Context: an optimization exercise on an open-source flow, tuned for small area and a short achievable clock period. The choices shown serve that exercise and are no tape-out recipe. In this exercise RTL edits were held to simulation tests only and were not proved equivalent to the original. Power figures rest on the tool's default switching activity, not on a simulated workload.

==> flow/design.v <==
`default_nettype none
module srm_or4 (
  input  logic [3:0] row,
  input  logic [3:0] col,
  output logic       y
);
  assign y = |(row & col);
endmodule
module srm_nor2 (
  input  logic a, b,
  output logic y
);
  assign y = ~(a | b);
endmodule
module srm_nand2 (
  input  logic a, b,
  output logic y
);
  assign y = ~(a & b);
endmodule
module srm_rd_bit (
  input  logic [255:0] row,
  input  logic [255:0] col,
  output logic [1:0]   y_n
);
  logic [63:0] l1;     
  logic [31:0] l2_n;   
  logic [15:0] l3;     
  logic [7:0]  l4_n;   
  logic [3:0]  l5;     
  for (genvar i = 0; i < 64; i++) begin : g_l1
    srm_or4 u (.row(row[4*i +: 4]), .col(col[4*i +: 4]), .y(l1[i]));
  end
  for (genvar i = 0; i < 32; i++) begin : g_l2
    srm_nor2 u (.a(l1[2*i]), .b(l1[2*i+1]), .y(l2_n[i]));
  end
  for (genvar i = 0; i < 16; i++) begin : g_l3
    srm_nand2 u (.a(l2_n[2*i]), .b(l2_n[2*i+1]), .y(l3[i]));
  end
  for (genvar i = 0; i < 8; i++) begin : g_l4
    srm_nor2 u (.a(l3[2*i]), .b(l3[2*i+1]), .y(l4_n[i]));
  end
  for (genvar i = 0; i < 4; i++) begin : g_l5
    srm_nand2 u (.a(l4_n[2*i]), .b(l4_n[2*i+1]), .y(l5[i]));
  end
  for (genvar i = 0; i < 2; i++) begin : g_l6
    srm_nor2 u (.a(l5[2*i]), .b(l5[2*i+1]), .y(y_n[i]));
  end
endmodule
module spi_ram_ctrl #(
  parameter int MEM_DEPTH = 256,
  parameter int ADDR_SIZE = 8
) (
  input  logic                 clk,
  input  logic                 rst_n,
  input  logic [ADDR_SIZE+1:0] din,
  input  logic                 rx_valid,
  output logic [ADDR_SIZE-1:0] dout,
  output logic                 tx_valid,
  output logic                 cmd_err
);
  logic [1:0] w_cmd;
  logic [7:0] w_payload;
  logic       w_wr_data;
  assign w_cmd     = din[9:8];
  assign w_payload = din[7:0];
  assign w_wr_data = rst_n & rx_valid & (w_cmd == 2'b01);
  logic [7:0] wr_addr_q;
  logic       armed_q;
  logic [7:0] dout_q;
  logic       tx_valid_q;
  logic       cmd_err_q;
  logic [2047:0] mem_q;
  logic [15:0]  w_wlo_n, w_whi_n;
  logic [255:0] w_wrow;
  always_comb begin
    for (int i = 0; i < 16; i++) begin
      w_wlo_n[i] = ~(wr_addr_q[3:0] == 4'(i));
      w_whi_n[i] = ~((wr_addr_q[7:4] == 4'(i)) & w_wr_data);
    end
  end
  for (genvar r = 0; r < 256; r++) begin : g_wrow
    srm_nor2 u (.a(w_whi_n[r/16]), .b(w_wlo_n[r%16]), .y(w_wrow[r]));
  end
  for (genvar r = 0; r < 256; r++) begin : g_row
    always_ff @(posedge clk) begin
      if (w_wrow[r]) mem_q[r*8 +: 8] <= w_payload;
    end
  end
  logic [15:0]  rlo_n_q, rhi_n_q;
  logic [15:0]  w_rlo_n, w_rhi_n;
  logic [255:0] w_rrow;
  logic [7:0]   w_rd_word;
  assign w_rlo_n = rlo_n_q;
  assign w_rhi_n = rhi_n_q;
  for (genvar r = 0; r < 256; r++) begin : g_rrow
    srm_nor2 u (.a(w_rhi_n[r/16]), .b(w_rlo_n[r%16]), .y(w_rrow[r]));
  end
  for (genvar b = 0; b < 8; b++) begin : g_rbit
    logic [255:0] w_col;
    logic [1:0]   w_word_n;
    for (genvar r = 0; r < 256; r++) begin : g_col
      assign w_col[r] = mem_q[r*8 + b];
    end
    srm_rd_bit u (.row(w_rrow), .col(w_col), .y_n(w_word_n));
    assign w_rd_word[b] = ~&w_word_n;
  end
  always_ff @(posedge clk) begin
    if (!rst_n) begin
      rlo_n_q <= ~16'd1;
      rhi_n_q <= '1;
    end else if (rx_valid && w_cmd == 2'b10) begin
      for (int i = 0; i < 16; i++) begin
        rlo_n_q[i] <= ~(w_payload[3:0] == 4'(i));
        rhi_n_q[i] <= ~(w_payload[7:4] == 4'(i));
      end
    end else if (rx_valid && w_cmd == 2'b11) begin
      rlo_n_q <= {rlo_n_q[14:0], rlo_n_q[15]};
      if (!rlo_n_q[15]) rhi_n_q <= {rhi_n_q[14:0], rhi_n_q[15]};
    end
  end
  always_ff @(posedge clk) begin
    if (!rst_n) begin
      wr_addr_q  <= '0;
      armed_q    <= 1'b0;
      dout_q     <= '0;
      tx_valid_q <= 1'b0;
      cmd_err_q  <= 1'b0;
    end else if (rx_valid) begin
      tx_valid_q <= (w_cmd == 2'b11);
      case (w_cmd)
        2'b00: wr_addr_q <= w_payload;
        2'b01: wr_addr_q <= wr_addr_q + 8'd1;
        2'b10: begin
          armed_q   <= 1'b1;
        end
        default: begin
          dout_q    <= w_rd_word;
          if (!armed_q) cmd_err_q <= 1'b1;
        end
      endcase
    end
  end
  assign dout     = dout_q;
  assign tx_valid = tx_valid_q;
  assign cmd_err  = cmd_err_q;
endmodule
`default_nettype wire
clock: 4.0 ns
lec_check: 0
cap_margin: 20
core_margin: 2
core_utilization: 60
cts_cluster_diameter: 80
cts_cluster_size: 25
setup_slack_margin: 2.1
slew_margin: 20
synth_hierarchical: 1
synth_minimum_keep_size: 0
tns_end_percent: 5
standard.sh (not shown) runs the stock make flow with config.mk's settings and CLKGATE_MAP_FILE= SYNTH_SCRIPT=/design/flow/synth_recipe.tcl, a recipe that flattens the netlist after the stock synthesis.
==> flow/flow/run.sh <==
#!/bin/bash
# Own layout flow: the standard ORFS flow (standard.sh, unchanged
# synthesis, floorplan, power grid, tap cells, placement, CTS and routing),
# with three settings changed through the environment:
#  - the input and output ports are buffered with buf_4 rather than the
#    delay-type buffer that buffer_ports picks by default;
#  - the pre-placement timing repair in floorplan is replaced by a plain
#    removal of synthesis buffers (timing is repaired after placement and
#    after CTS as usual);
set -euo pipefail
export BUFFER_PORTS_ARGS="-buffer_cell sky130_fd_sc_hd__buf_4"
export REMOVE_ABC_BUFFERS=1
export CTS_ARGS="-sink_clustering_enable -repair_clock_nets -sink_clustering_size 25 -sink_clustering_max_diameter 80 -dont_use_dummy_load"
bash standard.sh finish > make_finish.log 2>&1
==> next run, changes <==
--- a/flow/design.v
+++ b/flow/design.v
@@ -86,16 +86,17 @@
     always_ff @(posedge clk) begin
       if (w_wrow[r]) mem_q[r*8 +: 8] <= w_payload;
     end
   end
-  logic [15:0]  rlo_n_q, rhi_n_q;
-  logic [15:0]  w_rlo_n, w_rhi_n;
+  logic [15:0]  rlo_n_q, rlo2_n_q, rhi_n_q;
   logic [255:0] w_rrow;
   logic [7:0]   w_rd_word;
-  assign w_rlo_n = rlo_n_q;
-  assign w_rhi_n = rhi_n_q;
   for (genvar r = 0; r < 256; r++) begin : g_rrow
-    srm_nor2 u (.a(w_rhi_n[r/16]), .b(w_rlo_n[r%16]), .y(w_rrow[r]));
+    if (r < 128) begin : g_a
+      srm_nor2 u (.a(rhi_n_q[r/16]), .b(rlo_n_q[r%16]), .y(w_rrow[r]));
+    end else begin : g_b
+      srm_nor2 u (.a(rhi_n_q[r/16]), .b(rlo2_n_q[r%16]), .y(w_rrow[r]));
+    end
   end
   for (genvar b = 0; b < 8; b++) begin : g_rbit
     logic [255:0] w_col;
     logic [1:0]   w_word_n;
@@ -106,17 +107,20 @@
     assign w_rd_word[b] = ~&w_word_n;
   end
   always_ff @(posedge clk) begin
     if (!rst_n) begin
-      rlo_n_q <= ~16'd1;
-      rhi_n_q <= '1;
+      rlo_n_q  <= ~16'd1;
+      rlo2_n_q <= ~16'd1;
+      rhi_n_q  <= '1;
     end else if (rx_valid && w_cmd == 2'b10) begin
       for (int i = 0; i < 16; i++) begin
-        rlo_n_q[i] <= ~(w_payload[3:0] == 4'(i));
-        rhi_n_q[i] <= ~(w_payload[7:4] == 4'(i));
+        rlo_n_q[i]  <= ~(w_payload[3:0] == 4'(i));
+        rlo2_n_q[i] <= ~(w_payload[3:0] == 4'(i));
+        rhi_n_q[i]  <= ~(w_payload[7:4] == 4'(i));
       end
     end else if (rx_valid && w_cmd == 2'b11) begin
-      rlo_n_q <= {rlo_n_q[14:0], rlo_n_q[15]};
+      rlo_n_q  <= {rlo_n_q[14:0], rlo_n_q[15]};
+      rlo2_n_q <= {rlo2_n_q[14:0], rlo2_n_q[15]};
       if (!rlo_n_q[15]) rhi_n_q <= {rhi_n_q[14:0], rhi_n_q[15]};
     end
   end
   always_ff @(posedge clk) begin
Global-route usage rose by 0.32 points.
Design area rose slightly.
Count of clock-buffer cells in the layout rose by 5.
Fmax rose by a few percent.
Worst setup slack gains 0.061 ns.
Via count rose by a few percent.
Total power rose slightly.
Clock skew rose by 0.014 ns.
Area after synthesis rose slightly.
Final cell count rose by a few percent.
Wire length rose by a few percent.

==> separate check: timing with driven ports <==
No port has a modelled driver above. Below, the same layouts with a new extraction and two added sets of constraints.
Step 1 assumes that a clkbuf_16 drives the clock port and a buf_2 every other input.
Step 2 moves the port delays by t, midway between the first and last clock arrival at a register: inputs arrive t later, outputs are due t later. That takes back most of the time a late clock gives input paths.
Three values: ideal ports, drivers, drivers and shift; two values: the first two.
run | t, ns | slack for setup (ns) | hold slack, ns | clock arrival spread, ns | worst register clock-pin slew, ns
the first run | 0.795 | 1.826 / 1.816 / 1.040 | 0.343 / 0.339 / 0.468 | 0.034 / 0.034 | 0.10 / 0.10
the second run | 0.802 | 1.887 / 1.853 / 1.077 | 0.440 / 0.397 / 0.481 | 0.055 / 0.054 | 0.10 / 0.10
After both steps setup and hold are still met in every run listed. For the second run, which loses most, drivers alone change the setup slack by -0.034 ns; drivers and shift together by -0.810 ns.
